This is an optimization exercise on Yosys and OpenROAD, whose aim is small area, a short achievable clock period and few clock cycles per item, not a production implementation. Function was checked by simulation only, so behaviour that the tests miss may differ from the original. Power and IR drop assume default switching activity.

### flow/run.sh
#!/bin/bash
set -euo pipefail
D=$PWD
SETUP_MARGIN=${SETUP_MARGIN:-5}
bash standard.sh synth > synth.log 2>&1
make -C "$FLOW_HOME" DESIGN_CONFIG=$D/config.mk WORK_HOME=$D/orfs CLKGATE_MAP_FILE= \
  SYNTH_SCRIPT=$D/synth_recipe.tcl \
  BUFFER_PORTS_ARGS="-buffer_cell sky130_fd_sc_hd__buf_2" \
  CTS_ARGS="-sink_clustering_enable -repair_clock_nets -dont_use_dummy_load -buf_list {sky130_fd_sc_hd__clkbuf_4 sky130_fd_sc_hd__clkbuf_8}" \
  SETUP_SLACK_MARGIN=$SETUP_MARGIN finish > layout.log 2>&1
R=$D/orfs/results/sky130hd/w4a8_gemm_top/base
: # left out here: write the final layout as DEF
### standard.sh
#!/bin/bash
# synth_recipe.tcl (not shown) runs the flow's synth.tcl, then flattens the netlist and writes it again
# the make line also repeats each setting of config.mk as NAME=value (left out here)
make -C /OpenROAD-flow-scripts/flow DESIGN_CONFIG=/design/flow/config.mk WORK_HOME=/design/flow/orfs CLKGATE_MAP_FILE= SYNTH_SCRIPT=/design/flow/synth_recipe.tcl "${@:-finish}"
### config.mk
export PLATFORM = sky130hd
export DESIGN_NAME = w4a8_gemm_top
export DESIGN_NICKNAME = w4a8_gemm_top
export VERILOG_FILES = /design/flow/design.v
export SDC_FILE = /design/flow/constraint.sdc
export NUM_CORES = 4
export LEC_CHECK = 0
export CAP_MARGIN = 20
export CORE_MARGIN = 2
export CORE_UTILIZATION = 50
export CTS_BUF_LIST = sky130_fd_sc_hd__clkbuf_4 sky130_fd_sc_hd__clkbuf_8
export GPL_TIMING_DRIVEN = 1
export SLEW_MARGIN = 20
### constraint.sdc
create_clock -name core_clock -period 8.0 [get_ports {ap_clk}]
set_input_delay 1.6000 -clock core_clock [delete_from_list [all_inputs] [get_ports {ap_clk}]]
set_output_delay 1.6000 -clock core_clock [all_outputs]
set_load 0.01 [all_outputs]
### design.v
`default_nettype none
package gemm_pkg;
  typedef logic [32-1:0] beat_t;
  typedef logic [2*4*8-1:0] a_tile_t;
  typedef logic [2*4*4-1:0] b_tile_t;
  typedef logic signed [32-1:0] res_t;
  typedef logic [2*2*32-1:0] res_tile_t;
  typedef struct packed {
    a_tile_t a;
    b_tile_t b;
  } operand_t;
  typedef enum logic [2:0] {IDLE, LOAD, COMPUTE, DRAIN, DONE} ctrl_state_t;
endpackage
`default_nettype wire
`timescale 1ns/1ps
`default_nettype none
module tile_mac_s1 (
  input  wire  [31:0] a_row,
  input  wire  [15:0] b_row,
  output wire  [43:0] part
);
  wire e0 = 1'b0 ^ b_row[0];
  wire e1 = (b_row[1] & ~b_row[0] & ~1'b0) | (~b_row[1] & b_row[0] & 1'b0);
  wire p2 = ((e0 & a_row[0])) ^ b_row[1];
  wire p3 = ((e0 & a_row[1]) | (e1 & a_row[0])) ^ b_row[1];
  wire p4 = ((e0 & a_row[2]) | (e1 & a_row[1])) ^ b_row[1];
  wire p5 = ((e0 & a_row[3]) | (e1 & a_row[2])) ^ b_row[1];
  wire p6 = ((e0 & a_row[4]) | (e1 & a_row[3])) ^ b_row[1];
  wire p7 = ((e0 & a_row[5]) | (e1 & a_row[4])) ^ b_row[1];
  wire p8 = ((e0 & a_row[6]) | (e1 & a_row[5])) ^ b_row[1];
  wire p9 = ((e0 & a_row[7]) | (e1 & a_row[6])) ^ b_row[1];
  wire p10 = ((e0 & a_row[7]) | (e1 & a_row[7])) ^ b_row[1];
  wire p11 = ~p10;
  wire e12 = b_row[1] ^ b_row[2];
  wire e13 = (b_row[3] & ~b_row[2] & ~b_row[1]) | (~b_row[3] & b_row[2] & b_row[1]);
  wire p14 = ((e12 & a_row[0])) ^ b_row[3];
  wire p15 = ((e12 & a_row[1]) | (e13 & a_row[0])) ^ b_row[3];
  wire p16 = ((e12 & a_row[2]) | (e13 & a_row[1])) ^ b_row[3];
  wire p17 = ((e12 & a_row[3]) | (e13 & a_row[2])) ^ b_row[3];
  wire p18 = ((e12 & a_row[4]) | (e13 & a_row[3])) ^ b_row[3];
  wire p19 = ((e12 & a_row[5]) | (e13 & a_row[4])) ^ b_row[3];
  wire p20 = ((e12 & a_row[6]) | (e13 & a_row[5])) ^ b_row[3];
  wire p21 = ((e12 & a_row[7]) | (e13 & a_row[6])) ^ b_row[3];
  wire p22 = ((e12 & a_row[7]) | (e13 & a_row[7])) ^ b_row[3];
  wire p23 = ~p22;
  wire e24 = 1'b0 ^ b_row[4];
  wire e25 = (b_row[5] & ~b_row[4] & ~1'b0) | (~b_row[5] & b_row[4] & 1'b0);
  wire p26 = ((e24 & a_row[8])) ^ b_row[5];
  wire p27 = ((e24 & a_row[9]) | (e25 & a_row[8])) ^ b_row[5];
  wire p28 = ((e24 & a_row[10]) | (e25 & a_row[9])) ^ b_row[5];
  wire p29 = ((e24 & a_row[11]) | (e25 & a_row[10])) ^ b_row[5];
  wire p30 = ((e24 & a_row[12]) | (e25 & a_row[11])) ^ b_row[5];
  wire p31 = ((e24 & a_row[13]) | (e25 & a_row[12])) ^ b_row[5];
  wire p32 = ((e24 & a_row[14]) | (e25 & a_row[13])) ^ b_row[5];
  wire p33 = ((e24 & a_row[15]) | (e25 & a_row[14])) ^ b_row[5];
  wire p34 = ((e24 & a_row[15]) | (e25 & a_row[15])) ^ b_row[5];
  wire p35 = ~p34;
  wire e36 = b_row[5] ^ b_row[6];
  wire e37 = (b_row[7] & ~b_row[6] & ~b_row[5]) | (~b_row[7] & b_row[6] & b_row[5]);
  wire p38 = ((e36 & a_row[8])) ^ b_row[7];
  wire p39 = ((e36 & a_row[9]) | (e37 & a_row[8])) ^ b_row[7];
  wire p40 = ((e36 & a_row[10]) | (e37 & a_row[9])) ^ b_row[7];
  wire p41 = ((e36 & a_row[11]) | (e37 & a_row[10])) ^ b_row[7];
  wire p42 = ((e36 & a_row[12]) | (e37 & a_row[11])) ^ b_row[7];
  wire p43 = ((e36 & a_row[13]) | (e37 & a_row[12])) ^ b_row[7];
  wire p44 = ((e36 & a_row[14]) | (e37 & a_row[13])) ^ b_row[7];
  wire p45 = ((e36 & a_row[15]) | (e37 & a_row[14])) ^ b_row[7];
  wire p46 = ((e36 & a_row[15]) | (e37 & a_row[15])) ^ b_row[7];
  wire p47 = ~p46;
  wire e48 = 1'b0 ^ b_row[8];
  wire e49 = (b_row[9] & ~b_row[8] & ~1'b0) | (~b_row[9] & b_row[8] & 1'b0);
  wire p50 = ((e48 & a_row[16])) ^ b_row[9];
  wire p51 = ((e48 & a_row[17]) | (e49 & a_row[16])) ^ b_row[9];
  wire p52 = ((e48 & a_row[18]) | (e49 & a_row[17])) ^ b_row[9];
  wire p53 = ((e48 & a_row[19]) | (e49 & a_row[18])) ^ b_row[9];
  wire p54 = ((e48 & a_row[20]) | (e49 & a_row[19])) ^ b_row[9];
  wire p55 = ((e48 & a_row[21]) | (e49 & a_row[20])) ^ b_row[9];
  wire p56 = ((e48 & a_row[22]) | (e49 & a_row[21])) ^ b_row[9];
  wire p57 = ((e48 & a_row[23]) | (e49 & a_row[22])) ^ b_row[9];
  wire p58 = ((e48 & a_row[23]) | (e49 & a_row[23])) ^ b_row[9];
  wire p59 = ~p58;
  wire e60 = b_row[9] ^ b_row[10];
  wire e61 = (b_row[11] & ~b_row[10] & ~b_row[9]) | (~b_row[11] & b_row[10] & b_row[9]);
  wire p62 = ((e60 & a_row[16])) ^ b_row[11];
  wire p63 = ((e60 & a_row[17]) | (e61 & a_row[16])) ^ b_row[11];
  wire p64 = ((e60 & a_row[18]) | (e61 & a_row[17])) ^ b_row[11];
  wire p65 = ((e60 & a_row[19]) | (e61 & a_row[18])) ^ b_row[11];
  wire p66 = ((e60 & a_row[20]) | (e61 & a_row[19])) ^ b_row[11];
  wire p67 = ((e60 & a_row[21]) | (e61 & a_row[20])) ^ b_row[11];
  wire p68 = ((e60 & a_row[22]) | (e61 & a_row[21])) ^ b_row[11];
  wire p69 = ((e60 & a_row[23]) | (e61 & a_row[22])) ^ b_row[11];
  wire p70 = ((e60 & a_row[23]) | (e61 & a_row[23])) ^ b_row[11];
  wire p71 = ~p70;
  wire e72 = 1'b0 ^ b_row[12];
  wire e73 = (b_row[13] & ~b_row[12] & ~1'b0) | (~b_row[13] & b_row[12] & 1'b0);
  wire p74 = ((e72 & a_row[24])) ^ b_row[13];
  wire p75 = ((e72 & a_row[25]) | (e73 & a_row[24])) ^ b_row[13];
  wire p76 = ((e72 & a_row[26]) | (e73 & a_row[25])) ^ b_row[13];
  wire p77 = ((e72 & a_row[27]) | (e73 & a_row[26])) ^ b_row[13];
  wire p78 = ((e72 & a_row[28]) | (e73 & a_row[27])) ^ b_row[13];
  wire p79 = ((e72 & a_row[29]) | (e73 & a_row[28])) ^ b_row[13];
  wire p80 = ((e72 & a_row[30]) | (e73 & a_row[29])) ^ b_row[13];
  wire p81 = ((e72 & a_row[31]) | (e73 & a_row[30])) ^ b_row[13];
  wire p82 = ((e72 & a_row[31]) | (e73 & a_row[31])) ^ b_row[13];
  wire p83 = ~p82;
  wire e84 = b_row[13] ^ b_row[14];
  wire e85 = (b_row[15] & ~b_row[14] & ~b_row[13]) | (~b_row[15] & b_row[14] & b_row[13]);
  wire p86 = ((e84 & a_row[24])) ^ b_row[15];
  wire p87 = ((e84 & a_row[25]) | (e85 & a_row[24])) ^ b_row[15];
  wire p88 = ((e84 & a_row[26]) | (e85 & a_row[25])) ^ b_row[15];
  wire p89 = ((e84 & a_row[27]) | (e85 & a_row[26])) ^ b_row[15];
  wire p90 = ((e84 & a_row[28]) | (e85 & a_row[27])) ^ b_row[15];
  wire p91 = ((e84 & a_row[29]) | (e85 & a_row[28])) ^ b_row[15];
  wire p92 = ((e84 & a_row[30]) | (e85 & a_row[29])) ^ b_row[15];
  wire p93 = ((e84 & a_row[31]) | (e85 & a_row[30])) ^ b_row[15];
  wire p94 = ((e84 & a_row[31]) | (e85 & a_row[31])) ^ b_row[15];
  wire p95 = ~p94;
  wire s96 = b_row[13] ^ b_row[1] ^ b_row[5];
  wire c97 = (b_row[13] & b_row[1]) | (b_row[5] & (b_row[13] ^ b_row[1]));
  wire s98 = b_row[9] ^ s96 ^ p2;
  wire c99 = (b_row[9] & s96) | (p2 & (b_row[9] ^ s96));
  wire s100 = p26 ^ p50;
  wire c101 = p26 & p50;
  wire s102 = p74 ^ s100;
  wire c103 = p74 & s100;
  wire s104 = c97 ^ p27 ^ p3;
  wire c105 = (c97 & p27) | (p3 & (c97 ^ p27));
  wire s106 = p51 ^ p75 ^ c101;
  wire c107 = (p51 & p75) | (c101 & (p51 ^ p75));
  wire s108 = c99 ^ c103;
  wire c109 = c99 & c103;
  wire s110 = s104 ^ s106;
  wire c111 = s104 & s106;
  wire s112 = b_row[11] ^ b_row[15] ^ b_row[3];
  wire c113 = (b_row[11] & b_row[15]) | (b_row[3] & (b_row[11] ^ b_row[15]));
  wire s114 = b_row[7] ^ s112 ^ p14;
  wire c115 = (b_row[7] & s112) | (p14 & (b_row[7] ^ s112));
  wire s116 = p28 ^ p38 ^ p4;
  wire c117 = (p28 & p38) | (p4 & (p28 ^ p38));
  wire s118 = p52 ^ p62 ^ p76;
  wire c119 = (p52 & p62) | (p76 & (p52 ^ p62));
  wire s120 = p86 ^ c105 ^ s114;
  wire c121 = (p86 & c105) | (s114 & (p86 ^ c105));
  wire s122 = s116 ^ s118 ^ c107;
  wire c123 = (s116 & s118) | (c107 & (s116 ^ s118));
  wire s124 = c113 ^ p15 ^ p29;
  wire c125 = (c113 & p15) | (p29 & (c113 ^ p15));
  wire s126 = p39 ^ p5 ^ p53;
  wire c127 = (p39 & p5) | (p53 & (p39 ^ p5));
  wire s128 = p63 ^ p77 ^ p87;
  wire c129 = (p63 & p77) | (p87 & (p63 ^ p77));
  wire s130 = c115 ^ c117 ^ c119;
  wire c131 = (c115 & c117) | (c119 & (c115 ^ c117));
  wire s132 = s124 ^ s126 ^ s128;
  wire c133 = (s124 & s126) | (s128 & (s124 ^ s126));
  wire s134 = p16 ^ p30 ^ p40;
  wire c135 = (p16 & p30) | (p40 & (p16 ^ p30));
  wire s136 = p54 ^ p6 ^ p64;
  wire c137 = (p54 & p6) | (p64 & (p54 ^ p6));
  wire s138 = p78 ^ p88 ^ c125;
  wire c139 = (p78 & p88) | (c125 & (p78 ^ p88));
  wire s140 = c127 ^ c129 ^ s134;
  wire c141 = (c127 & c129) | (s134 & (c127 ^ c129));
  wire s142 = s136 ^ c131;
  wire c143 = s136 & c131;
  wire s144 = p17 ^ p31 ^ p41;
  wire c145 = (p17 & p31) | (p41 & (p17 ^ p31));
  wire s146 = p55 ^ p65 ^ p7;
  wire c147 = (p55 & p65) | (p7 & (p55 ^ p65));
  wire s148 = p79 ^ p89 ^ c135;
  wire c149 = (p79 & p89) | (c135 & (p79 ^ p89));
  wire s150 = c137 ^ s144 ^ s146;
  wire c151 = (c137 & s144) | (s146 & (c137 ^ s144));
  wire s152 = c139 ^ s148;
  wire c153 = c139 & s148;
  wire s154 = p18 ^ p32 ^ p42;
  wire c155 = (p18 & p32) | (p42 & (p18 ^ p32));
  wire s156 = p56 ^ p66 ^ p8;
  wire c157 = (p56 & p66) | (p8 & (p56 ^ p66));
  wire s158 = p80 ^ p90 ^ c145;
  wire c159 = (p80 & p90) | (c145 & (p80 ^ p90));
  wire s160 = c147 ^ s154 ^ s156;
  wire c161 = (c147 & s154) | (s156 & (c147 ^ s154));
  wire s162 = c149 ^ s158;
  wire c163 = c149 & s158;
  wire s164 = p19 ^ p33 ^ p43;
  wire c165 = (p19 & p33) | (p43 & (p19 ^ p33));
  wire s166 = p57 ^ p67 ^ p81;
  wire c167 = (p57 & p67) | (p81 & (p57 ^ p67));
  wire s168 = p9 ^ p91 ^ c155;
  wire c169 = (p9 & p91) | (c155 & (p9 ^ p91));
  wire s170 = c157 ^ s164 ^ s166;
  wire c171 = (c157 & s164) | (s166 & (c157 ^ s164));
  wire s172 = c159 ^ s168;
  wire c173 = c159 & s168;
  wire s174 = p11 ^ p20 ^ p35;
  wire c175 = (p11 & p20) | (p35 & (p11 ^ p20));
  wire s176 = p44 ^ p59 ^ p68;
  wire c177 = (p44 & p59) | (p68 & (p44 ^ p59));
  wire s178 = p83 ^ p92 ^ c165;
  wire c179 = (p83 & p92) | (c165 & (p83 ^ p92));
  wire s180 = c167 ^ s174 ^ s176;
  wire c181 = (c167 & s174) | (s176 & (c167 ^ s174));
  wire s182 = c169 ^ s178;
  wire c183 = c169 & s178;
  wire s184 = p21 ^ p45 ^ p69;
  wire c185 = (p21 & p45) | (p69 & (p21 ^ p45));
  wire s186 = p93 ^ c175 ^ c177;
  wire c187 = (p93 & c175) | (c177 & (p93 ^ c175));
  wire s188 = s184 ^ c179;
  wire c189 = s184 & c179;
  wire s190 = 1'b1 ^ p23 ^ p47;
  wire c191 = (1'b1 & p23) | (p47 & (1'b1 ^ p23));
  wire s192 = p71 ^ p95 ^ c185;
  wire c193 = (p71 & p95) | (c185 & (p71 ^ p95));
  assign part = {1'b1, c193, c191, 1'b1, c189, s192, c187, s190, s188, c183, c181, s186, s182, c173, s180, c171, s172, c163, s170, c161, s162, c153, s160, c151, s152, c143, s150, c141, s142, s140, c133, s138, c123, s132, c121, s130, s122, s120, c111, c109, s110, s108, s102, s98};
endmodule
module tile_mac_s2 (
  input  wire  [43:0] part,
  output wire  [13:0] dot
);
  wire s0 = part[4] ^ part[5] ^ part[6];
  wire c1 = (part[4] & part[5]) | (part[6] & (part[4] ^ part[5]));
  wire s2 = part[10] ^ part[11] ^ part[8];
  wire c3 = (part[10] & part[11]) | (part[8] & (part[10] ^ part[11]));
  wire s4 = part[9] ^ c1;
  wire c5 = part[9] & c1;
  wire s6 = part[12] ^ part[13] ^ part[14];
  wire c7 = (part[12] & part[13]) | (part[14] & (part[12] ^ part[13]));
  wire s8 = part[15] ^ c3 ^ s6;
  wire c9 = (part[15] & c3) | (s6 & (part[15] ^ c3));
  wire s10 = part[16] ^ part[17] ^ part[18];
  wire c11 = (part[16] & part[17]) | (part[18] & (part[16] ^ part[17]));
  wire s12 = part[19] ^ c7 ^ s10;
  wire c13 = (part[19] & c7) | (s10 & (part[19] ^ c7));
  wire s14 = part[20] ^ part[21] ^ part[22];
  wire c15 = (part[20] & part[21]) | (part[22] & (part[20] ^ part[21]));
  wire s16 = part[23] ^ c11 ^ s14;
  wire c17 = (part[23] & c11) | (s14 & (part[23] ^ c11));
  wire s18 = part[24] ^ part[25] ^ part[26];
  wire c19 = (part[24] & part[25]) | (part[26] & (part[24] ^ part[25]));
  wire s20 = part[27] ^ c15 ^ s18;
  wire c21 = (part[27] & c15) | (s18 & (part[27] ^ c15));
  wire s22 = part[28] ^ part[29] ^ part[30];
  wire c23 = (part[28] & part[29]) | (part[30] & (part[28] ^ part[29]));
  wire s24 = part[31] ^ c19 ^ s22;
  wire c25 = (part[31] & c19) | (s22 & (part[31] ^ c19));
  wire s26 = part[32] ^ part[33] ^ part[34];
  wire c27 = (part[32] & part[33]) | (part[34] & (part[32] ^ part[33]));
  wire s28 = part[35] ^ c23 ^ s26;
  wire c29 = (part[35] & c23) | (s26 & (part[35] ^ c23));
  wire s30 = part[36] ^ part[37] ^ part[38];
  wire c31 = (part[36] & part[37]) | (part[38] & (part[36] ^ part[37]));
  wire s32 = part[39] ^ c27 ^ s30;
  wire c33 = (part[39] & c27) | (s30 & (part[39] ^ c27));
  wire s34 = part[40] ^ part[41] ^ part[42];
  wire c35 = (part[40] & part[41]) | (part[42] & (part[40] ^ part[41]));
  wire s36 = c31 ^ s34;
  wire c37 = c31 & s34;
  wire [13:0] row_x = {part[43], c35, s36, c29, c25, c21, c17, c13, c9, c5, s2, part[7], part[2], part[0]};
  wire [13:0] row_y = {1'b0, c37, c33, s32, s28, s24, s20, s16, s12, s8, s4, s0, part[3], part[1]};
  assign dot = row_x + row_y;
endmodule
`default_nettype wire
`timescale 1ns/1ps
`default_nettype none
module w4a8_gemm_top (
  input  wire         ap_clk,
  input  wire         areset,
  input  wire         ap_start,
  input  wire         write_result,
  input  wire         a_req,
  input  wire  [31:0] a_data,
  input  wire         b_req,
  input  wire  [31:0] b_data,
  input  wire         out_ready,
  output wire         ap_idle,
  output wire         ap_done,
  output wire         ap_ready,
  output wire         a_ack,
  output wire         b_ack,
  output wire         out_valid,
  output wire  [31:0] out_data
);
  logic        run;        
  logic        done_q;
  logic        wr_q;
  logic        ack_a, ack_b;
  logic [1:0]  a_cnt;      
  logic        b_got;      
  logic [2:0]  cur;        
  logic [2:0]  sq;         
  logic [2:0]  pw;         
  logic        pv;         
  logic        ov;         
  logic [44-1:0] preg;
  logic [13:0] oreg;
  logic [31:0] areg;
  logic [31:0] breg;
  logic [44-1:0] part;
  logic [13:0] dot;
  wire xfer    = ov & out_ready;
  function automatic logic ok(input logic [2:0] w);
    ok = run & wr_q & b_got & ~w[2] & (w[1] ? (a_cnt == 2'd2) : (a_cnt == 2'd1));
  endfunction
  wire ld_rdy  = run & wr_q & pv & (pw == cur);
  wire o_free  = ~ov | out_ready;
  wire load    = ld_rdy & o_free;
  wire [2:0] cur_p1 = cur + 3'd1;
  wire [2:0] cur_p2 = cur + 3'd2;
  wire [2:0] cur_n  = load ? cur_p1 : cur;
  wire sq_ok   = ok(sq);
  wire [2:0] sq_n0  = (sq_ok & (sq == cur))    ? cur_p1 : cur;
  wire [2:0] sq_n1  = (sq_ok & (sq == cur_p1)) ? cur_p2 : cur_p1;
  wire [2:0] sq_n   = load ? sq_n1 : sq_n0;
  wire a_free  = (a_cnt == 2'd0) | ((a_cnt == 2'd1) & (~wr_q | cur[1]));
  wire a_free1 = (a_cnt == 2'd1) & cur[0] & ld_rdy;
  wire take_a  = run & a_req & ~ack_a & (a_free | (a_free1 & o_free));
  wire take_b  = run & b_req & ~ack_b & ~b_got;
  wire tiles   = (a_cnt == 2'd2) & ~ack_a & b_got & ~ack_b;
  wire fin     = run & tiles & (~wr_q | (cur[2] & (~ov | out_ready)));
  tile_mac_s1 mac_s1 (
    .a_row (areg),
    .b_row (sq[0] ? breg[31:16] : breg[15:0]),
    .part  (part)
  );
  tile_mac_s2 mac_s2 (
    .part  (preg),
    .dot   (dot)
  );
  always_ff @(posedge ap_clk) begin
    if (areset) begin
      run    <= 1'b0;
      done_q <= 1'b0;
      wr_q   <= 1'b0;
      ack_a  <= 1'b0;
      ack_b  <= 1'b0;
      a_cnt  <= '0;
      b_got  <= 1'b0;
      cur    <= '0;
      sq     <= '0;
      pw     <= '0;
      pv     <= 1'b0;
      ov     <= 1'b0;
    end else begin
      done_q <= fin;
      if (~run) begin
        if (ap_start & ~done_q) begin
          run   <= 1'b1;
          wr_q  <= write_result;
          a_cnt <= '0;
          b_got <= 1'b0;
          cur   <= '0;
          sq    <= '0;
        end
      end else if (fin) begin
        run <= 1'b0;
      end
      if (take_a) begin
        ack_a <= 1'b1;
        a_cnt <= a_cnt + 2'd1;
      end else if (~a_req) begin
        ack_a <= 1'b0;
      end
      if (take_b) begin
        ack_b <= 1'b1;
        b_got <= 1'b1;
      end else if (~b_req) begin
        ack_b <= 1'b0;
      end
      if (run) begin
        cur  <= cur_n;
        sq   <= sq_n;
      end
      pw   <= sq;
      pv   <= sq_ok;
      if (load) begin
        ov   <= 1'b1;
      end else if (xfer) begin
        ov   <= 1'b0;
      end
    end
  end
  always_ff @(posedge ap_clk) begin
    if (take_a) areg <= a_data;
    if (take_b) breg <= b_data;
    preg <= part;
    if (load)   oreg <= dot;
  end
  assign ap_idle   = ~run;
  assign ap_done   = done_q;
  assign ap_ready  = done_q;
  assign a_ack     = ack_a;
  assign b_ack     = ack_b;
  assign out_valid = ov;
  assign out_data  = {{18{oreg[13]}}, oreg};
endmodule
`default_nettype wire
==> metrics.cfg, run 1 <==
[power]
power.share.combinational=0.486
switching_power_w=0.0009279
cellInternalPower_w=0.001726
power_per_cell_area_mw_per_mm2=277.5
p_seq_frac=0.358
power_frac_clock=0.156
post-layout-total-power_w=0.002654
power.switching_fraction=0.3497
vdd_ir_drop_max_v=0.0002112
leakagePower_nw=4.035

[yosys]
synthesis.yosys.warnings=1
synth_top_family_by_area=adder cells
syn_nets=890
synth_simple_gate_area_frac=0.07944
synth_fa_ha_area_frac=0.1848
compound_cell_area_share_of_the_yosys_netlist=0.1030
synthDominantCellAreaShare=0.2849
synth.yosys.seq_area_share=0.4334
synthMuxAreaShare=0.09466
distinct_cell_type_count_of_the_synthesized_netlist=50
yosysTopAreaCell=sky130_fd_sc_hd__edfxtp_1
synth_cells=733
synth-edff-count=78
synthFlopType=sky130_fd_sc_hd__edfxtp_1
share_of_synthesized_registers_carrying_an_async_set_or_reset=0
yosys-top-cells-area=sky130_fd_sc_hd__edfxtp_1 (28%), sky130_fd_sc_hd__dfxtp_1 (15%), sky130_fd_sc_hd__fa_1 (13%)
syn_area_sq_mm=0.008222
ys_seq_elements=139
syn_avg_cell_area_sq_um=11.22
synthXorXnorAreaFrac=0.03409

[route]
wl_mm=17.96
detailedRoute.firstPassIterationCount=5
drc_errors=0
initialDrtViolationCount=301
detailed_route_wire_length_per_cell_um=17.04
detail-route-antenna-nets=0
num_vias=5558
post_drt_via_cell_ratio=5.273

[worst_setup_path]
criticalPathCategory=reg2reg
cp.arrival_ps=3190
critical_path.slowest_cell=sky130_fd_sc_hd__fa_2
worst-endpoint-required_ps=8280
timing.critical_path.fanout_max=5
critical_path.cell_chain=inv_1 -> fa_2 -> inv_1 -> fa_1 -> ha_4 -> nor2_1 -> o21ai_1 -> a41oi_2 -> nor2_1 -> or3_1 -> a21oi_2
cp_slowest_stage_delay_ps=580
worstSetupEndpointType=register
worst_setup_path_start_kind=register

[final_layout]
diodes=0
flow.area_growth_from_synthesis_pct=16.33
layout.filler_cells=1367
final_common_cell=sky130_fd_sc_hd__buf_2
layout-drive-gt1-share=0.2542
finish.cell_count_without_fillers=1054
finish.net_count=997
finish.utilization=0.5977
mostFrequentLayoutCells=sky130_fd_sc_hd__buf_2 (108), sky130_fd_sc_hd__inv_1 (82), sky130_fd_sc_hd__edfxtp_1 (78)

[grt]
grt_antenna_before_repair=0
via_count_of_the_first_global_routing_pass=5606
grt_use_met2=0.3675
grt_start_max_net_pins=37
grt_pass1_wl_mm=28.91
globalRoute.totalOverflow=0
grt_util_met3=0.03845
grtUsageTotal=0.2132
grt_util_met1=0.2770
grt_most_used_layer=met2

[sta]
worst_pin_slew_ps=627.4
max_freq_ghz=0.3437
finalHoldWorstSlack_ps=518.1
final_min_period_over_clock_period=0.3637
timing.clock.skew_ps=27.78
setup_violators_final=0
timing.max_slew.rel_slack=0.5818
finalHoldViolCount=0
finalMaxSlewViolations=0
setup_repair_after_global_routing_missed_its_margin=yes
setup_tns_final_ps=0
final_period_minus_worst_setup_slack_ps=2910

[min_path]
worstHoldPathType=reg2reg

[place]
post-place-cells=1014
port_buffers=108
routabilityCongestion=0.8823
hpwlAfterDp_mm=14.02

[cts]
ctsLongestPathBuffers=2
cts.reportedPaths.clkPinSlew_ps=70
clock_tree_from_tritoncts=yes
worst_skew_pair.late_latency_ps=440
tritoncts.num_buffers=17
tritoncts_num_sinks=139
clock-root-buffer=sky130_fd_sc_hd__clkbuf_8
cts_htree_levels=4

[floorplan]
die_height_um=132.2
placement_rows=46
die_w_um=132.2
die_area_sq_mm=0.01748
initial_core_util=0.5138
fp.coreArea_sq_mm=0.01600
ioPinCount=109

[job]
max_cap_viol_count=0

[outcome]
run_status=no timing/DRC/antenna violations

-- cell type report --
cell class | count | area (sq um) | area share
Tap cell | 216 | 270.3 | 0.02826
Multi-Input combinational cell | 460 | 4403 | 0.4604
Inverter | 88 | 341.6 | 0.03571
Clock buffer | 17 | 234.0 | 0.02446
Sequential cell | 139 | 3567 | 0.3730
Timing Repair Buffer | 134 | 748.2 | 0.07823
-- power by group through the flow --
| stage | logic [W] | registers [W] | clock network, W |
|---|---|---|---|
| 6_report | 0.00129 | 0.000950 | 0.000413 |
| 5_1_grt | 0.00148 | 0.000957 | 0.000454 |
| 4_1_cts | 0.00120 | 0.000949 | 0.000426 |
| 3_5_place_dp | 0.00110 | 0.000964 | 0 |
| 3_3_place_gp | 0.00108 | 0.000962 | 0 |
| 2_1_floorplan | 0.000877 | 0.000950 | 0 |
-- cell usage after synthesis, types with 20 or more instances --
library cell	n
sky130_fd_sc_hd__ha_1	31
sky130_fd_sc_hd__a22oi_1	33
sky130_fd_sc_hd__nand2_1	23
sky130_fd_sc_hd__xnor2_1	25
sky130_fd_sc_hd__fa_1	55
sky130_fd_sc_hd__dfxtp_1	61
sky130_fd_sc_hd__mux2i_1	71
sky130_fd_sc_hd__a21oi_1	20
sky130_fd_sc_hd__inv_1	84
sky130_fd_sc_hd__nor2_1	70
sky130_fd_sc_hd__clkbuf_1	21
sky130_fd_sc_hd__edfxtp_1	78
-- metrics by stage --
step	setup slack, ps	cell area (sq um)
2_1_floorplan	4849	8312
3_3_place_gp	4323	8890
3_5_place_dp	4191	8890
4_1_cts	4963	9316
5_1_grt	4987	9564
6_report	5090	9564
-- repair_timing --
| action | 4_1_cts | 5_1_grt |
|---|---|---|
| pin swaps | 1 | 11 |
| gates resized for setup | 28 | 37 |
| setup buffers | 7 | 16 |
| setup endpoints to repair | 39 | 33 |
| hold buffers | 0 | 0 |
-- final timing paths --
| path | start | endpoint | slack, ps | cells after the start |
|---|---|---|---|---|
| min | mac_s2.part[1] | oreg[0] | 520 | 1 |
| max reg2reg | mac_s2.part[12] | oreg[13] | 5090 | 11 |
| max | mac_s2.part[12] | oreg[13] | 5090 | 11 |
| min reg2reg | mac_s2.part[1] | oreg[0] | 520 | 1 |
-- logic make-up (layout without fill, tap and decap cells) --
logic type / count (synthesis) / in the layout
flops: 139 / 139
xor+xnor: 32 / 32
fa+ha+maj: 89 / 89
buf+inv: 134 / 239
simple gates: 138 / 138
mux: 77 / 77
compound gates: 124 / 124
-- critical path, delay by kind of cell, from the launching register on --
family,cells,cell delay (ps)
compound gates,3,470
simple gates,3,530
buf+inv,2,100
flops,1,300
fa+ha+maj,3,1360
-- flip-flops by register name, indices dropped and copies added (netlist names), 2 cells and up --
name and count:
a_cnt 2, breg 32, oreg 14, cur 3
sq 3, pw 3, mac_s2.part 42, areg 32
-- routing by layer --
metal | vias to the layer above | routed length [um]
met2 | 141 | 8900
li1 | 2719 | -
met4 | 0 | 286
met1 | 2683 | 8143
met5 | - | 0
met3 | 15 | 624
Testbench counts, summed over its fixed seeds: cycles 31,250, jobs 3,200.
==> inputs of run 2 (changes only) <==
--- a/flow/run.sh
+++ b/flow/run.sh
@@ -7,5 +7,5 @@
   SYNTH_SCRIPT=$D/synth_recipe.tcl \
   BUFFER_PORTS_ARGS="-buffer_cell sky130_fd_sc_hd__buf_2" \
-  CTS_ARGS="-sink_clustering_enable -repair_clock_nets -dont_use_dummy_load -buf_list {sky130_fd_sc_hd__clkbuf_4 sky130_fd_sc_hd__clkbuf_8}" \
+  CTS_ARGS="-sink_clustering_enable -repair_clock_nets -dont_use_dummy_load -sink_clustering_buffer sky130_fd_sc_hd__clkbuf_4 -buf_list {sky130_fd_sc_hd__clkbuf_4 sky130_fd_sc_hd__clkbuf_8}" \
   SETUP_SLACK_MARGIN=$SETUP_MARGIN finish > layout.log 2>&1
 R=$D/orfs/results/sky130hd/w4a8_gemm_top/base
==> run 2 against run 1 <==
Register-to-register slack is essentially flat. Sequential share of layout area is the same. First-iteration DRC count is the same. Sequential cell count is the same. Design area is the same. Die area is the same. Largest power group unchanged. Via count is the same. Worst hold slack is the same.
==> metrics.cfg, run 2 <==
[power]
power_frac_clock=0.156  ; about the same
cellInternalPower_w=0.001726  ; unchanged
power.share.combinational=0.486  ; about the same
vdd_ir_drop_max_v=0.0002112  ; unchanged
p_seq_frac=0.358  ; about the same
power_per_cell_area_mw_per_mm2=277.5  ; unchanged
switching_power_w=0.0009279  ; unchanged
leakagePower_nw=4.035  ; unchanged
post-layout-total-power_w=0.002654  ; unchanged
power.switching_fraction=0.3497  ; unchanged

[cts]
hold_buffers=0  ; unchanged
clock_tree_from_tritoncts=yes
tritoncts_num_sinks=139  ; unchanged
clock-root-buffer=sky130_fd_sc_hd__clkbuf_8
ctsLongestPathBuffers=2  ; unchanged
cts.reportedPaths.clkPinSlew_ps=70  ; about the same
cts_htree_levels=4  ; unchanged
tritoncts.num_buffers=17  ; unchanged
worst_skew_pair.late_latency_ps=440  ; about the same

[yosys]
synthesis.yosys.warnings=1  ; unchanged
yosysTopAreaCell=sky130_fd_sc_hd__edfxtp_1
distinct_cell_type_count_of_the_synthesized_netlist=50  ; unchanged
synth_cells=733  ; unchanged
most_repeated_cell_in_the_gate_level_netlist_after_synthesis=sky130_fd_sc_hd__inv_1
synth-edff-count=78  ; unchanged
syn_nets=890  ; unchanged
ys_seq_elements=139  ; unchanged
synthDominantCellAreaShare=0.2849  ; unchanged
syn_area_sq_mm=0.008222  ; unchanged
share_of_synthesized_registers_carrying_an_async_set_or_reset=0  ; unchanged
synth.yosys.seq_area_share=0.4334  ; unchanged
yosys-top-cells-area=sky130_fd_sc_hd__edfxtp_1 (28%), sky130_fd_sc_hd__dfxtp_1 (15%), sky130_fd_sc_hd__fa_1 (13%)
most_common_library_cells_after_synthesis=sky130_fd_sc_hd__inv_1 (84), sky130_fd_sc_hd__edfxtp_1 (78), sky130_fd_sc_hd__mux2i_1 (71), sky130_fd_sc_hd__nor2_1 (70), sky130_fd_sc_hd__dfxtp_1 (61)
syn_avg_cell_area_sq_um=11.22  ; unchanged
synthFlopType=sky130_fd_sc_hd__edfxtp_1

[place]
hpwlAfterDp_mm=14.02  ; unchanged
pre_cts_slack_ps=4191  ; unchanged
port_buffers=108  ; unchanged
routabilityCongestion=0.8823  ; unchanged

[route]
detailedRoute.firstPassIterationCount=5  ; unchanged
wl_mm=17.96  ; unchanged
post_drt_via_cell_ratio=5.273  ; unchanged
detail-route-antenna-nets=0  ; unchanged
detailed_route_wire_length_per_cell_um=17.04  ; unchanged
num_vias=5558  ; unchanged
drc_errors=0  ; unchanged
initialDrtViolationCount=301  ; unchanged

[worst_setup_path]
worstSetupEndpointType=register
criticalPathCategory=reg2reg
worst_setup_path_start_kind=register
cp.arrival_ps=3190  ; about the same
worst-endpoint-required_ps=8280  ; about the same
timing.critical_path.fanout_max=5  ; unchanged

[floorplan]
placement_rows=46  ; unchanged
ioPinCount=109  ; unchanged
fp.coreArea_sq_mm=0.01600  ; unchanged
die_w_um=132.2  ; unchanged
die_height_um=132.2  ; unchanged
die_area_sq_mm=0.01748  ; unchanged
initial_core_util=0.5138  ; unchanged

[sta]
finalHoldWorstSlack_ps=518.1  ; unchanged
timing.max_slew.rel_slack=0.5818  ; unchanged
worst_pin_slew_ps=627.4  ; unchanged
setup_tns_final_ps=0  ; unchanged
final_period_minus_worst_setup_slack_ps=2910  ; unchanged
final_min_period_over_clock_period=0.3637  ; unchanged
layout_setup_ws_ps=5090  ; unchanged
finalMaxSlewViolations=0  ; unchanged
max_freq_ghz=0.3437  ; unchanged
finalHoldViolCount=0  ; unchanged
setup_repair_after_global_routing_missed_its_margin=yes
timing.clock.skew_ps=27.78  ; unchanged
setup_violators_final=0  ; unchanged

[grt]
grt_pass1_wl_mm=28.91  ; unchanged
grt_antenna_before_repair=0  ; unchanged
grt_start_max_net_pins=37  ; unchanged
via_count_of_the_first_global_routing_pass=5606  ; unchanged
globalRoute.totalOverflow=0  ; unchanged
grtUsageTotal=0.2132  ; unchanged

[final_layout]
flow.area_growth_from_synthesis_pct=16.33  ; unchanged
final_common_cell=sky130_fd_sc_hd__buf_2
finish.net_count=997  ; unchanged
layout-drive-gt1-share=0.2542  ; unchanged
mostFrequentLayoutCells=sky130_fd_sc_hd__buf_2 (108), sky130_fd_sc_hd__inv_1 (82), sky130_fd_sc_hd__edfxtp_1 (78)
largest_register_ff_count=42  ; unchanged
diodes=0  ; unchanged

[job]
max_cap_viol_count=0  ; unchanged

[min_path]
worstHoldPathType=reg2reg

[outcome]
run_status=no timing/DRC/antenna violations

run 2: cell counts in the layout (fill, tap and decap cells not counted):
No cell type changed its count.
run 2: worst paths after layout:
path | cells after the start | end | from | slack (ps)
setup reg to reg | 11 | oreg[13] | mac_s2.part[12] | 5090
hold / removal | 1 | oreg[0] | mac_s2.part[1] | 520
setup / recovery | 11 | oreg[13] | mac_s2.part[12] | 5090
hold reg to reg | 1 | oreg[0] | mac_s2.part[1] | 520
run 2: power by group through the flow:
stage | Combinational (W) | Sequential [W] | Clock [W]
2_1_floorplan | 0.000877 | 0.000950 | 0
3_3_place_gp | 0.00108 | 0.000962 | 0
3_5_place_dp | 0.00110 | 0.000964 | 0
4_1_cts | 0.00120 | 0.000949 | 0.000426
5_1_grt | 0.00148 | 0.000957 | 0.000454
6_report | 0.00129 | 0.000950 | 0.000413
run 2: critical path, cell delays in order, from the launching register on:
cell	delay, ps
sky130_fd_sc_hd__dfxtp_1	300
sky130_fd_sc_hd__inv_1	50
sky130_fd_sc_hd__fa_2	580
sky130_fd_sc_hd__inv_1	50
sky130_fd_sc_hd__fa_1	490
sky130_fd_sc_hd__ha_4	290
sky130_fd_sc_hd__nor2_1	110
sky130_fd_sc_hd__o21ai_1	100
sky130_fd_sc_hd__a41oi_2	230
sky130_fd_sc_hd__nor2_1	90
sky130_fd_sc_hd__or3_1	330
sky130_fd_sc_hd__a21oi_2	140
run 2: per-layer routing:
metal | global-route usage | vias up | share of wire | wire length (um)
met5 | 0 | - | 0 | 0
met4 | 0.06033 | 0 | 0.016 | 286
met3 | 0.03845 | 15 | 0.035 | 624
met2 | 0.3675 | 141 | 0.50 | 8900
met1 | 0.2770 | 2683 | 0.45 | 8143
li1 | - | 2719 | - | -
run 2: cell families (layout without fill, tap and decap cells):
kind of cell,Yosys count,after routing,share of synthesized area
adders and majority gates,89,89,0.1848
buffers and inverters,134,239,0.07061
DFF,139,139,0.4334
AOI/OAI and AO/OA,124,124,0.1030
xor gates and xnor gates,32,32,0.03409
muxes,77,77,0.09466
and+or+nand+nor,138,138,0.07944
run 2: stage by stage:
step | instance area [sq um] | instances | utilization
2_1_floorplan | 8312 | 733 | -
3_3_place_gp | 8890 | 1014 | 0.5556
3_5_place_dp | 8890 | 1014 | 0.5556
4_1_cts | 9316 | 1038 | 0.5823
5_1_grt | 9564 | 1054 | 0.5977
6_report | 9564 | 1054 | 0.5977
run 2: layout make-up:
type	count	area (sq um)
clock buffers	17	234.0
fillers	1367	6436
inverters	88	341.6
multi-input cells	460	4403
flip-flops and latches	139	3567
well taps	216	270.3
repair buffers	134	748.2
run 2: timing repair:
action,in CTS,in global routing
endpoints found under the setup margin,39,33
pin swaps,1,11
resized for setup,28,37
buffers inserted,7,16
==> inputs of run 3 (changes only) <==
--- a/design.v
+++ b/design.v
@@ -291,6 +291,5 @@
   logic [2:0]  cur;        
   logic [2:0]  sq;         
-  logic [2:0]  pw;         
-  logic        pv;         
+  logic        phit;       
   logic        ov;         
   logic [44-1:0] preg;
@@ -304,5 +303,5 @@
     ok = run & wr_q & b_got & ~w[2] & (w[1] ? (a_cnt == 2'd2) : (a_cnt == 2'd1));
   endfunction
-  wire ld_rdy  = run & wr_q & pv & (pw == cur);
+  wire ld_rdy  = run & phit;
   wire o_free  = ~ov | out_ready;
   wire load    = ld_rdy & o_free;
@@ -311,6 +310,8 @@
   wire [2:0] cur_n  = load ? cur_p1 : cur;
   wire sq_ok   = ok(sq);
-  wire [2:0] sq_n0  = (sq_ok & (sq == cur))    ? cur_p1 : cur;
-  wire [2:0] sq_n1  = (sq_ok & (sq == cur_p1)) ? cur_p2 : cur_p1;
+  wire hit0    = sq_ok & (sq == cur);
+  wire hit1    = sq_ok & (sq == cur_p1);
+  wire [2:0] sq_n0  = hit0 ? cur_p1 : cur;
+  wire [2:0] sq_n1  = hit1 ? cur_p2 : cur_p1;
   wire [2:0] sq_n   = load ? sq_n1 : sq_n0;
   wire a_free  = (a_cnt == 2'd0) | ((a_cnt == 2'd1) & (~wr_q | cur[1]));
@@ -340,6 +341,5 @@
       cur    <= '0;
       sq     <= '0;
-      pw     <= '0;
-      pv     <= 1'b0;
+      phit   <= 1'b0;
       ov     <= 1'b0;
     end else begin
@@ -373,6 +373,5 @@
         sq   <= sq_n;
       end
-      pw   <= sq;
-      pv   <= sq_ok;
+      phit <= load ? hit1 : hit0;
       if (load) begin
         ov   <= 1'b1;
==> flow/run.sh (replaced) <==
#!/bin/bash
set -euo pipefail
D=$PWD
SETUP_MARGIN=${SETUP_MARGIN:-5}
bash standard.sh synth > synth.log 2>&1
make -C "$FLOW_HOME" DESIGN_CONFIG=$D/config.mk WORK_HOME=$D/orfs CLKGATE_MAP_FILE= \
  SYNTH_SCRIPT=$D/synth_recipe.tcl \
  BUFFER_PORTS_ARGS="-buffer_cell sky130_fd_sc_hd__buf_2" \
  CTS_ARGS="-sink_clustering_enable -repair_clock_nets -dont_use_dummy_load -buf_list {sky130_fd_sc_hd__clkbuf_4 sky130_fd_sc_hd__clkbuf_8}" \
  SETUP_SLACK_MARGIN=$SETUP_MARGIN finish > layout.log 2>&1
R=$D/orfs/results/sky130hd/w4a8_gemm_top/base
: # left out here: write the final layout as DEF
==> run 3 against run 2 <==
Still clean. Sequential power fell by 2%. Clock power grew 1%. Sequential cell count shrank 3. Largest power group unchanged.
==> metrics.cfg, run 3 <==
[sta]
finalMaxSlewViolations=0  ; unchanged
finalHoldViolCount=0  ; unchanged
setup_tns_final_ps=0  ; unchanged
max_freq_ghz=0.3378  ; -1.7%
final_period_minus_worst_setup_slack_ps=2960  ; +50.82 ps
worst_pin_slew_ps=515.3  ; -112.0 ps
setup_repair_after_global_routing_missed_its_margin=yes
setup_violators_final=0  ; unchanged
finalHoldWorstSlack_ps=503.4  ; -14.67 ps
timing.max_slew.rel_slack=0.6552  ; +0.07341
final_min_period_over_clock_period=0.3700  ; +0.006353
timing.clock.skew_ps=31.72  ; +3.944 ps

[place]
routabilityCongestion=0.8985  ; +1.8%
port_buffers=108  ; unchanged
dpl_cell_area_sq_mm=0.008820  ; -0.79%
hpwlAfterDp_mm=14.01  ; about the same

[final_layout]
finish.instance_area_sq_mm=0.009497  ; -0.71%
mostFrequentLayoutCells=sky130_fd_sc_hd__buf_2 (108), sky130_fd_sc_hd__inv_1 (87), sky130_fd_sc_hd__edfxtp_1 (78)
largest_register_ff_count=42  ; unchanged
flow.area_growth_from_synthesis_pct=16.14
layout.filler_cells=1345  ; -1.6%
layout-drive-gt1-share=0.2575  ; +0.003344
final_common_cell=sky130_fd_sc_hd__buf_2
finish.net_count=990  ; -0.70%
diodes=0  ; unchanged

[floorplan]
die_height_um=131.9  ; -0.26%
initial_core_util=0.5129  ; -0.0009702
placement_rows=46  ; unchanged
die_w_um=131.9  ; -0.26%
fp.coreArea_sq_mm=0.01594  ; -0.36%
ioPinCount=109  ; unchanged
die_area_sq_mm=0.01739  ; -0.53%

[cts]
tritoncts.num_buffers=17  ; unchanged
clock-root-buffer=sky130_fd_sc_hd__clkbuf_8
worst_skew_pair.late_latency_ps=450  ; about the same
cts_htree_levels=4  ; unchanged
tritoncts_num_sinks=136  ; -2.2%
ctsLongestPathBuffers=2  ; unchanged
clock_tree_from_tritoncts=yes
cts.reportedPaths.clkPinSlew_ps=80  ; about the same

[power]
post-layout-total-power_w=0.002544  ; -4.1%
vdd_ir_drop_max_v=0.0001995  ; -5.6%
power_per_cell_area_mw_per_mm2=267.8  ; -3.5%
leakagePower_nw=3.924  ; -2.8%

[yosys]
most_repeated_cell_in_the_gate_level_netlist_after_synthesis=sky130_fd_sc_hd__inv_1
syn_avg_cell_area_sq_um=11.28  ; +0.55%
most_common_library_cells_after_synthesis=sky130_fd_sc_hd__inv_1 (89), sky130_fd_sc_hd__edfxtp_1 (78), sky130_fd_sc_hd__dfxtp_1 (58), sky130_fd_sc_hd__fa_1 (55), sky130_fd_sc_hd__mux2i_1 (50)
synthXorXnorAreaFrac=0.02678  ; -0.007310
syn_nets=882  ; -0.90%
synth_fa_ha_area_frac=0.1858  ; +0.001018
share_of_synthesized_registers_carrying_an_async_set_or_reset=0  ; unchanged
syn_area_sq_mm=0.008177  ; -0.55%
yosysTopAreaCell=sky130_fd_sc_hd__edfxtp_1
synth_cells=725  ; -1.1%
synthFlopType=sky130_fd_sc_hd__edfxtp_1
compound_cell_area_share_of_the_yosys_netlist=0.1172  ; +0.01419
synth-edff-count=78  ; unchanged
synth.yosys.seq_area_share=0.4285  ; -0.004957
synthMuxAreaShare=0.09396  ; -0.0007027
synthDominantCellAreaShare=0.2865  ; +0.001569
yosys-top-cells-area=sky130_fd_sc_hd__edfxtp_1 (29%), sky130_fd_sc_hd__dfxtp_1 (14%), sky130_fd_sc_hd__fa_1 (13%)
synthesis.yosys.warnings=1  ; unchanged
synth_top_family_by_area=adder cells
ys_seq_elements=136  ; -2.2%
distinct_cell_type_count_of_the_synthesized_netlist=54  ; +8.0%
synth_simple_gate_area_frac=0.07697  ; -0.002470

[outcome]
run_status=no timing/DRC/antenna violations

[min_path]
min_path_cells=2  ; +1
worstHoldPathType=reg2reg

[grt]
grt_util_met3=0.04844  ; +0.009996
globalRoute.totalOverflow=0  ; unchanged
grt_pass1_wl_mm=29.45  ; +1.9%
grt_start_max_net_pins=34  ; -8.1%
grtUsageTotal=0.2196  ; +0.006410
grt_use_met2=0.3747  ; +0.007234
grt_util_met1=0.2787  ; +0.001776
via_count_of_the_first_global_routing_pass=5583  ; -0.41%
grt_most_used_layer=met2
grt_antenna_before_repair=0  ; unchanged

[worst_setup_path]
cp_slowest_stage_delay_ps=480  ; -100 ps
worst-endpoint-required_ps=8320  ; +40 ps
crit_family=adder cells
cp.arrival_ps=3290  ; +100 ps
worstSetupEndpointType=register
r2r_cells=11  ; unchanged
critical_path_cell_count=11  ; unchanged
worst_setup_path_start_kind=register
critical_path.cell_chain=buf_12 -> mux2i_4 -> inv_4 -> xnor2_1 -> and2_2 -> a22oi_1 -> o21ai_1 -> fa_2 -> fa_1 -> inv_1 -> ha_1
criticalPathCategory=reg2reg
path_buf_inv=3  ; +1
critical_path.slowest_cell=sky130_fd_sc_hd__fa_1
timing.critical_path.fanout_max=10  ; +5

[route]
num_vias=5670  ; +2.0%
drc_errors=0  ; unchanged
post_drt_via_cell_ratio=5.415  ; +2.7%
detailed_route_wire_length_per_cell_um=17.85  ; +4.8%
wl_mm=18.69  ; +4.1%
detail-route-antenna-nets=0  ; unchanged
initialDrtViolationCount=310  ; +3.0%
detailedRoute.firstPassIterationCount=5  ; unchanged

[job]
max_cap_viol_count=0  ; unchanged

==> run 3: cell types whose count changed in the layout (fill, tap and decap cells not counted), sizes merged, moves of 4 or more <==
cell,previous run,this run
nor2,70,41
mux2i,71,58
a21oi,20,32
nand2,23,33
nand3,3,12
buf,134,126
mux2,6,14
xor2,7,3
==> run 3: path summary, 6_finish.rpt <==
path,startpoint,slack [ps],endpoint
hold / removal,wr_q,500,wr_q
setup / recovery,sq[0],5040,mac_s2.part[31]
hold reg to reg,wr_q,500,wr_q
setup reg to reg,sq[0],5040,mac_s2.part[31]
==> run 3: cell families after synthesis <==
group / count (synthesis)
xor+xnor: 25
compound gates: 142
mux: 72
fa+ha+maj: 89
buf+inv: 132
flops: 136
simple gates: 129
==> run 3: report_power, final <==
part | switching, W | internal [W]
Clock | 0.000230 | 0.000187
Combinational | 0.000663 | 0.000529
Sequential | 0.0000449 | 0.000889
Total | 0.000938 | 0.00161
==> run 3: repair_timing <==
action | CTS | global route
gates resized for setup | 28 | 42
pin swaps | 1 | 6
hold buffers | 0 | 0
setup endpoints to repair | 68 | 30
gates cloned | 2 | 0
buffers inserted | 7 | 9
==> run 3: per-stage QoR <==
stage / util / std cells / setup slack, ps
finish: 0.5957 / 1047 / 5040
global route: 0.5957 / 1047 / 4953
CTS: 0.5826 / 1038 / 4997
detailed placement: 0.5532 / 1012 / 4508
global placement: 0.5532 / 1012 / 4595
floorplan: - / 725 / 4849
==> run 3: cell type report <==
| class | instances | area, sq um | share of cell area |
|---|---|---|---|
| timing repair buffer | 127 | 733.2 | 0.07721 |
| clock buffer | 17 | 234.0 | 0.02464 |
| timing repair inverter | 1 | 7.507 | 0.0007905 |
| tap | 216 | 270.3 | 0.02846 |
| multi-input combinational | 457 | 4372 | 0.4603 |
| sequential | 136 | 3508 | 0.3694 |
| inverter | 93 | 371.6 | 0.03913 |
==> run 3: metal layers <==
layer | share of wire | vias to the layer above | routed length [um]
li1 | - | 2740 | -
met1 | 0.43 | 2725 | 7947
met2 | 0.50 | 185 | 9383
met3 | 0.056 | 20 | 1039
met4 | 0.017 | 0 | 322
met5 | 0 | - | 0
==> run 3: worst min-delay path: stages, from the launching register on <==
cell                      delay (ps)
sky130_fd_sc_hd__dfxtp_1         340
sky130_fd_sc_hd__nand2_1          60
sky130_fd_sc_hd__a21oi_1          50
Testbench counts of run 3, summed over its fixed seeds: cycles 31,250, jobs 3,200.
==> inputs of run 4 (changes only) <==
--- a/config.mk
+++ b/config.mk
@@ -6,4 +6,5 @@
 export NUM_CORES = 4
 export LEC_CHECK = 0
+export ABC_AREA = 1
 export CAP_MARGIN = 20
 export CORE_MARGIN = 2
==> run 4 against run 3 <==
Still clean on timing, DRC and antenna. Sequential share of layout area increased by 1.7 points. Sequential cell count unchanged. Worst setup slack improved by 63 ps. Design area decreased by 4.5%. Die area decreased by 1.5%.
==> metrics.cfg, run 4 <==
[yosys]
synthFlopType=sky130_fd_sc_hd__edfxtp_1
synth_cells=799  ; +10%
synth_simple_gate_area_frac=0.1117  ; +0.03475
synth.yosys.seq_area_share=0.4351  ; +0.006591
synthesis.yosys.warnings=1  ; unchanged
synth_top_family_by_area=adder cells
yosysTopAreaCell=sky130_fd_sc_hd__edfxtp_1
syn_nets=956  ; +8.4%
yosys-top-cells-area=sky130_fd_sc_hd__edfxtp_1 (29%), sky130_fd_sc_hd__dfxtp_1 (14%), sky130_fd_sc_hd__fa_1 (14%)
synth_fa_ha_area_frac=0.1849  ; -0.0008715
distinct_cell_type_count_of_the_synthesized_netlist=39  ; -28%
synthMuxAreaShare=0.002797  ; -0.09116
most_common_library_cells_after_synthesis=sky130_fd_sc_hd__inv_1 (155), sky130_fd_sc_hd__nand2_1 (122), sky130_fd_sc_hd__edfxtp_1 (78), sky130_fd_sc_hd__xor2_1 (68), sky130_fd_sc_hd__dfxtp_1 (58)
synth-edff-count=78  ; unchanged
synthXorXnorAreaFrac=0.07940  ; +0.05262
synthDominantCellAreaShare=0.2909  ; +0.004406
compound_cell_area_share_of_the_yosys_netlist=0.08437  ; -0.03285
share_of_synthesized_registers_carrying_an_async_set_or_reset=0  ; unchanged
most_repeated_cell_in_the_gate_level_netlist_after_synthesis=sky130_fd_sc_hd__inv_1
ys_seq_elements=136  ; unchanged
syn_avg_cell_area_sq_um=10.08  ; -11%
syn_area_sq_mm=0.008053  ; -1.5%

[place]
hpwlAfterDp_mm=13.57  ; -3.1%
routabilityCongestion=0.9084  ; +1.1%
port_buffers=108  ; unchanged
post-place-cells=1094  ; +8.1%

[final_layout]
finish.cell_count_without_fillers=1124  ; +7.4%
final_common_cell=sky130_fd_sc_hd__inv_1
flow.area_growth_from_synthesis_pct=12.68
layout.filler_cells=1414  ; +5.1%
mostFrequentLayoutCells=sky130_fd_sc_hd__inv_1 (154), sky130_fd_sc_hd__nand2_1 (112), sky130_fd_sc_hd__buf_2 (108)
largest_register_ff_count=42  ; unchanged
layout-drive-gt1-share=0.2048  ; -0.05268
finish.net_count=1067  ; +7.8%
diodes=0  ; unchanged

[sta]
setup_tns_final_ps=0  ; unchanged
final_min_period_over_clock_period=0.3621  ; -0.007911
timing.max_slew.rel_slack=0.5266  ; -0.1286
finalMaxSlewViolations=0  ; unchanged
timing.clock.skew_ps=23.77  ; -7.954 ps
final_period_minus_worst_setup_slack_ps=2897  ; -63.29 ps
worst_pin_slew_ps=709.3  ; +194.0 ps
finalHoldViolCount=0  ; unchanged
max_freq_ghz=0.3452  ; +2.2%
setup_violators_final=0  ; unchanged
setup_repair_after_global_routing_missed_its_margin=yes

[floorplan]
ioPinCount=109  ; unchanged
die_height_um=130.9  ; -0.74%
placement_rows=46  ; unchanged
fp.coreArea_sq_mm=0.01583  ; -0.72%
initial_core_util=0.5088  ; -0.004096
die_area_sq_mm=0.01714  ; -1.5%
die_w_um=130.9  ; -0.74%

[grt]
via_count_of_the_first_global_routing_pass=5505  ; -1.4%
grt_antenna_before_repair=0  ; unchanged
globalRoute.totalOverflow=0  ; unchanged
grtUsageTotal=0.2141  ; -0.005460
grt_pass1_wl_mm=27.34  ; -7.1%
grt_start_max_net_pins=35  ; +2.9%

[worst_setup_path]
ff2ff_setup_slack_ps=5100  ; +60 ps
cp.arrival_ps=3080  ; -210 ps
worstSetupEndpointType=register
critical_path.cell_chain=inv_1 -> fa_1 -> fa_1 -> inv_1 -> ha_1 -> a21oi_1 -> a21boi_0 -> o21ai_2 -> nand3_1 -> nand2_1 -> xor2_1
path_buf_inv=2  ; -1
worst-endpoint-required_ps=8180  ; -140 ps
worst_setup_path_start_kind=register
criticalPathCategory=reg2reg
crit_family=adder cells
timing.critical_path.fanout_max=5  ; -5
cp_slowest_stage_delay_ps=520  ; +40 ps
r2r_cells=11  ; unchanged
timing.rr.start=mac_s2.part[24]
critical_path.slowest_cell=sky130_fd_sc_hd__fa_1
reg2reg_to=oreg[10]

[route]
initialDrtViolationCount=293  ; -5.5%
wl_mm=17.30  ; -7.4%
detailed_route_wire_length_per_cell_um=15.39  ; -14%
detail-route-antenna-nets=0  ; unchanged
detailedRoute.firstPassIterationCount=5  ; unchanged
num_vias=5543  ; -2.2%
post_drt_via_cell_ratio=4.931  ; -8.9%
drc_errors=0  ; unchanged

[power]
power_per_cell_area_mw_per_mm2=304.1  ; +14%
leakagePower_nw=4.227  ; +7.7%
vdd_ir_drop_max_v=0.0002310  ; +16%

[min_path]
min_path_cells=2  ; unchanged
worstHoldEndpoint=ov
worstHoldPathType=reg2reg
min-delay-start=phit

[cts]
tritoncts.num_buffers=17  ; unchanged
clock-root-buffer=sky130_fd_sc_hd__clkbuf_8
hold_buffers=0  ; unchanged
ctsLongestPathBuffers=2  ; unchanged
cts_htree_levels=4  ; unchanged
tritoncts_num_sinks=136  ; unchanged
cts.reportedPaths.clkPinSlew_ps=80  ; about the same
clock_tree_from_tritoncts=yes
worst_skew_pair.late_latency_ps=450  ; about the same

[job]
max_cap_viol_count=0  ; unchanged

[outcome]
run_status=no timing/DRC/antenna violations

## run 4: cell types whose count changed in the layout (fill, tap and decap cells not counted), sizes merged, moves of 13 or more
cell / delta
a22oi: -33
nand3: +17
nor2: -14
xnor2: -17
mux2i: -57
mux2: -14
o22ai: +53
xor2: +65
nand2: +102
inv: +69
a22o: -13
## run 4: worst register-to-register path: cells and delay by family (launching register included)
family,cells,cell delay (ps)
flip-flops,1,310
AO/OA/AOI/OAI,3,560
adder cells (fa/ha/maj),3,1370
XOR/XNOR,1,150
AND/OR/NAND/NOR,2,160
buffers and inverters,2,90
## run 4: final cells by class
type	count	area (sq um)	area share
Multi-Input combinational cell	474	3807	0.4196
Sequential cell	136	3508	0.3867
Timing Repair Buffer	121	638.1	0.07033
Inverter	159	608.1	0.06702
Tap cell	216	270.3	0.02978
Clock buffer	17	234.0	0.02579
Timing Repair inverter	1	7.507	0.0008274
## run 4: how the worst max path moves through the flow
stage                     from  cells past startpoint  slack [ps]              end
3_5_place_dp             sq[0]                     13        3960  mac_s2.part[19]
4_1_cts              out_ready                      8        5010          areg[7]
5_1_grt        mac_s2.part[24]                     11        4970         oreg[10]
2_1_floorplan        out_ready                      9        5010         a_cnt[0]
6_report       mac_s2.part[24]                     11        5100         oreg[10]
3_3_place_gp             sq[0]                     12        4100  mac_s2.part[31]
## run 4: power breakdown
part	leakage (nW)	switching (W)	total, W	internal, W
Sequential	1.20	0.0000417	0.000967	0.000925
Clock	0.122	0.000220	0.000406	0.000186
Combinational	2.91	0.000812	0.00139	0.000575
## run 4: stage by stage
step | cell area [sq um] | total power, W | utilization | hold slack, ps | setup WS [ps]
final | 9074 | 0.002759 | 0.5733 | 483.9 | 5103
after global routing | 9074 | 0.003033 | 0.5733 | 505.0 | 4968
after CTS | 8954 | 0.002744 | 0.5657 | 492.7 | 5013
after detailed placement | 8660 | 0.002323 | 0.5471 | 481.5 | 3960
after global placement | 8660 | 0.002283 | 0.5471 | 459.8 | 4105
after floorplan | 8064 | 0.002023 | - | 450.8 | 5007
## run 4: kinds of logic after synthesis
group / after synthesis
DFF: 136
xor gates and xnor gates: 73
buffers and inverters: 189
muxes: 1
adders and majority gates: 86
AOI/OAI and AO/OA: 108
and+or+nand+nor: 206
## run 4: layer usage
layer  track usage  part of all wire  up-vias
met4       0.07572             0.024        0
met1        0.2702              0.43     2591
met5             0                 0        -
met3       0.04275             0.048       26
met2        0.3686              0.49      173
li1              -                 -     2753
## run 4: repair_timing
item                       in CTS  in global routing
buffers inserted                3                  9
setup endpoints to repair      40                 60
pin swaps                       0                  2
resized for setup              11                 15
cloned                          0                  1
==> inputs of run 5 (changes only) <==
--- a/config.mk
+++ b/config.mk
@@ -9,5 +9,5 @@
 export CAP_MARGIN = 20
 export CORE_MARGIN = 2
-export CORE_UTILIZATION = 50
+export CORE_UTILIZATION = 55
 export CTS_BUF_LIST = sky130_fd_sc_hd__clkbuf_4 sky130_fd_sc_hd__clkbuf_8
 export GPL_TIMING_DRIVEN = 1
==> run 5 against run 4 <==
Utilization rose by 5.1 points. Clock skew grew 4.2 ps. Worst hold slack got worse by 8.0 ps. Sequential power is 0.4% lower. Global-route usage grew 0.76 points. Power up 0.11%. Combinational power about the same. Count of clock-buffer cells in the layout did not move. Critical path type is now reg2out. First-iteration DRC count increased by 32%. Non-clock buffer count down 5. Synthesized area unchanged. Still clean. Final cell count fell by 3.3%.
==> metrics.cfg, run 5 <==
[cts]
tritoncts_num_sinks=136  ; unchanged
cts.reportedPaths.clkPinSlew_ps=70  ; about the same
clock-root-buffer=sky130_fd_sc_hd__clkbuf_8
tritoncts.num_buffers=17  ; unchanged
ctsLongestPathBuffers=2  ; unchanged
clock_tree_from_tritoncts=yes
hold_buffers=0  ; unchanged
worst_skew_pair.late_latency_ps=440  ; about the same
cts_htree_levels=4  ; unchanged

[yosys]
yosysTopAreaCell=sky130_fd_sc_hd__edfxtp_1
ys_seq_elements=136  ; unchanged
synthesis.yosys.warnings=1  ; unchanged
yosys-top-cells-area=sky130_fd_sc_hd__edfxtp_1 (29%), sky130_fd_sc_hd__dfxtp_1 (14%), sky130_fd_sc_hd__fa_1 (14%)
syn_avg_cell_area_sq_um=10.08  ; unchanged
synth-edff-count=78  ; unchanged
distinct_cell_type_count_of_the_synthesized_netlist=39  ; unchanged
syn_area_sq_mm=0.008053  ; unchanged
synth.yosys.seq_area_share=0.4351  ; unchanged
most_repeated_cell_in_the_gate_level_netlist_after_synthesis=sky130_fd_sc_hd__inv_1
share_of_synthesized_registers_carrying_an_async_set_or_reset=0  ; unchanged
most_common_library_cells_after_synthesis=sky130_fd_sc_hd__inv_1 (155), sky130_fd_sc_hd__nand2_1 (122), sky130_fd_sc_hd__edfxtp_1 (78), sky130_fd_sc_hd__xor2_1 (68), sky130_fd_sc_hd__dfxtp_1 (58)
syn_nets=956  ; unchanged
synthFlopType=sky130_fd_sc_hd__edfxtp_1
synth_cells=799  ; unchanged
synthDominantCellAreaShare=0.2909  ; unchanged

[grt]
via_count_of_the_first_global_routing_pass=5538  ; +0.60%
grtUsageTotal=0.2217  ; +0.007586
grt_pass1_wl_mm=27.00  ; -1.3%
grt_antenna_before_repair=0  ; unchanged
grt_start_max_net_pins=35  ; unchanged
globalRoute.totalOverflow=0  ; unchanged

[power]
post-layout-total-power_w=0.002763  ; +0.11%
power_per_cell_area_mw_per_mm2=307.0  ; +0.96%
vdd_ir_drop_max_v=0.0002417  ; +4.7%
leakagePower_nw=4.200  ; -0.62%

[sta]
setup_violators_final=0  ; unchanged
final_period_minus_worst_setup_slack_ps=2927  ; +30.30 ps
finalHoldViolCount=0  ; unchanged
worst_pin_slew_ps=723.3  ; +13.97 ps
timing.clock.skew_ps=27.95  ; +4.183 ps
finalMaxSlewViolations=0  ; unchanged
setup_tns_final_ps=0  ; unchanged
max_freq_ghz=0.3416  ; -1.0%
setup_repair_after_global_routing_missed_its_margin=yes
timing.max_slew.rel_slack=0.5173  ; -0.009324
layout_setup_ws_ps=5073  ; -30.30 ps
final_min_period_over_clock_period=0.3659  ; +0.003787

[floorplan]
placement_rows=44  ; -4.3%
die_height_um=125  ; -4.5%
fp.coreArea_sq_mm=0.01442  ; -8.9%
ioPinCount=109  ; unchanged
die_area_sq_mm=0.01563  ; -8.8%
die_w_um=125  ; -4.5%
initial_core_util=0.5583  ; +0.04952

[final_layout]
finish.net_count=1062  ; -0.47%
layout.filler_cells=1176  ; -17%
finish.utilization=0.6238  ; +0.05050
diodes=0  ; unchanged
final_common_cell=sky130_fd_sc_hd__inv_1
mostFrequentLayoutCells=sky130_fd_sc_hd__inv_1 (154), sky130_fd_sc_hd__nand2_1 (113), sky130_fd_sc_hd__buf_2 (108)
largest_register_ff_count=42  ; unchanged
flow.area_growth_from_synthesis_pct=11.73
layout-drive-gt1-share=0.1960  ; -0.008833

[worst_setup_path]
critical_path.cell_chain=inv_1 -> buf_2
worstSetupEndpointType=primary output
worst_setup_path_start_kind=register
critical_path_cell_count=2  ; -9
worst-endpoint-required_ps=6400  ; -1780 ps
critical_path.slowest_cell=sky130_fd_sc_hd__dfxtp_1
criticalPathCategory=reg2out
crit_family=flip-flops
path_buf_inv=2  ; unchanged
r2r_cells=11  ; unchanged
cp.arrival_ps=1330  ; -1750 ps
cp_slowest_stage_delay_ps=540  ; +20 ps
timing.critical_path.fanout_max=9  ; +4

[route]
wl_mm=16.95  ; -2.0%
drc_errors=0  ; unchanged
detailedRoute.firstPassIterationCount=5  ; unchanged
detail-route-antenna-nets=0  ; unchanged
post_drt_via_cell_ratio=5.136  ; +4.2%
detailed_route_wire_length_per_cell_um=15.59  ; +1.3%
num_vias=5583  ; +0.72%
initialDrtViolationCount=388  ; +32%

[place]
pre_cts_slack_ps=3956  ; -3.920 ps
port_buffers=108  ; unchanged
routabilityCongestion=0.9439  ; +3.9%
hpwlAfterDp_mm=13.29  ; -2.1%

[job]
max_cap_viol_count=0  ; unchanged

[min_path]
worstHoldPathType=reg2reg
min_path_cells=2  ; unchanged

[outcome]
run_status=no timing/DRC/antenna violations

run 5: cell counts after synthesis:
Identical to the previous run, type by type.
run 5: cells by family (layout without fill, tap and decap cells):
group | count (synthesis) | in the layout | synth area share
DFF | 136 | 136 | 0.4351
and+or+nand+nor | 206 | 206 | 0.1117
xor gates and xnor gates | 73 | 73 | 0.07940
adders and majority gates | 86 | 86 | 0.1849
buffers and inverters | 189 | 293 | 0.1018
muxes | 1 | 1 | 0.002797
AOI/OAI and AO/OA | 108 | 108 | 0.08437
run 5: path summary, 6_finish.rpt:
check	end	slack, ps	from
worst max-delay path	ap_idle	5070	run
worst min-delay path	ov	480	phit
worst max register to register	mac_s2.part[23]	5070	sq[0]
worst min register to register	ov	480	phit
run 5: what timing repair did:
action,4_1_cts,5_1_grt
endpoints found under the hold margin,0,0
pin swaps,0,2
gates resized for setup,11,10
buffers inserted,1,6
gates cloned,0,1
setup endpoints to repair,40,50
run 5: power breakdown:
group	switching (W)	total, W	leakage (nW)	internal, W
sequential	0.0000380	0.000963	1.20	0.000925
clock	0.000221	0.000408	0.122	0.000187
combinational	0.000815	0.00139	2.88	0.000576
total	0.00107	0.00276	4.20	0.00169
run 5: per-layer routing:
metal  GRT usage  wire [um]  vias up
met1      0.2867       7446     2642
li1            -          -     2743
met2      0.3820       8415      177
met5           0          0        -
met3     0.03937        797       21
met4     0.07059        291        0
run 5: worst min-delay path: stages (launching register included):
cell and delay, ps:
sky130_fd_sc_hd__dfxtp_1 300, sky130_fd_sc_hd__nand2_1 70, sky130_fd_sc_hd__a21oi_1 60
run 5: layout make-up:
class / count / area, sq um / area share
repair inverters: 1 / 7.507 / 0.0008344
well taps: 184 / 230.2 / 0.02559
repair buffers: 116 / 613.1 / 0.06814
multi-input cells: 474 / 3802 / 0.4226
clock buffers: 17 / 234.0 / 0.02600
flip-flops and latches: 136 / 3507 / 0.3898
inverters: 159 / 603.1 / 0.06703
run 5: through the flow:
step	cells	cell area, sq um	hold WS (ps)
finish	1087	8997	475.9
global route	1087	8997	521.4
CTS	1080	8894	478.4
detailed placement	1062	8620	468.8
global placement	1062	8620	462.2
floorplan	799	8064	450.8

Check on run 5: ideal ports give 5.073 ns setup slack; a clkbuf_16 on the clock port and buf_2 on the inputs give 5.034 ns; moving port delays by the midpoint clock arrival (0.469 ns) as well gives 4.760 ns.
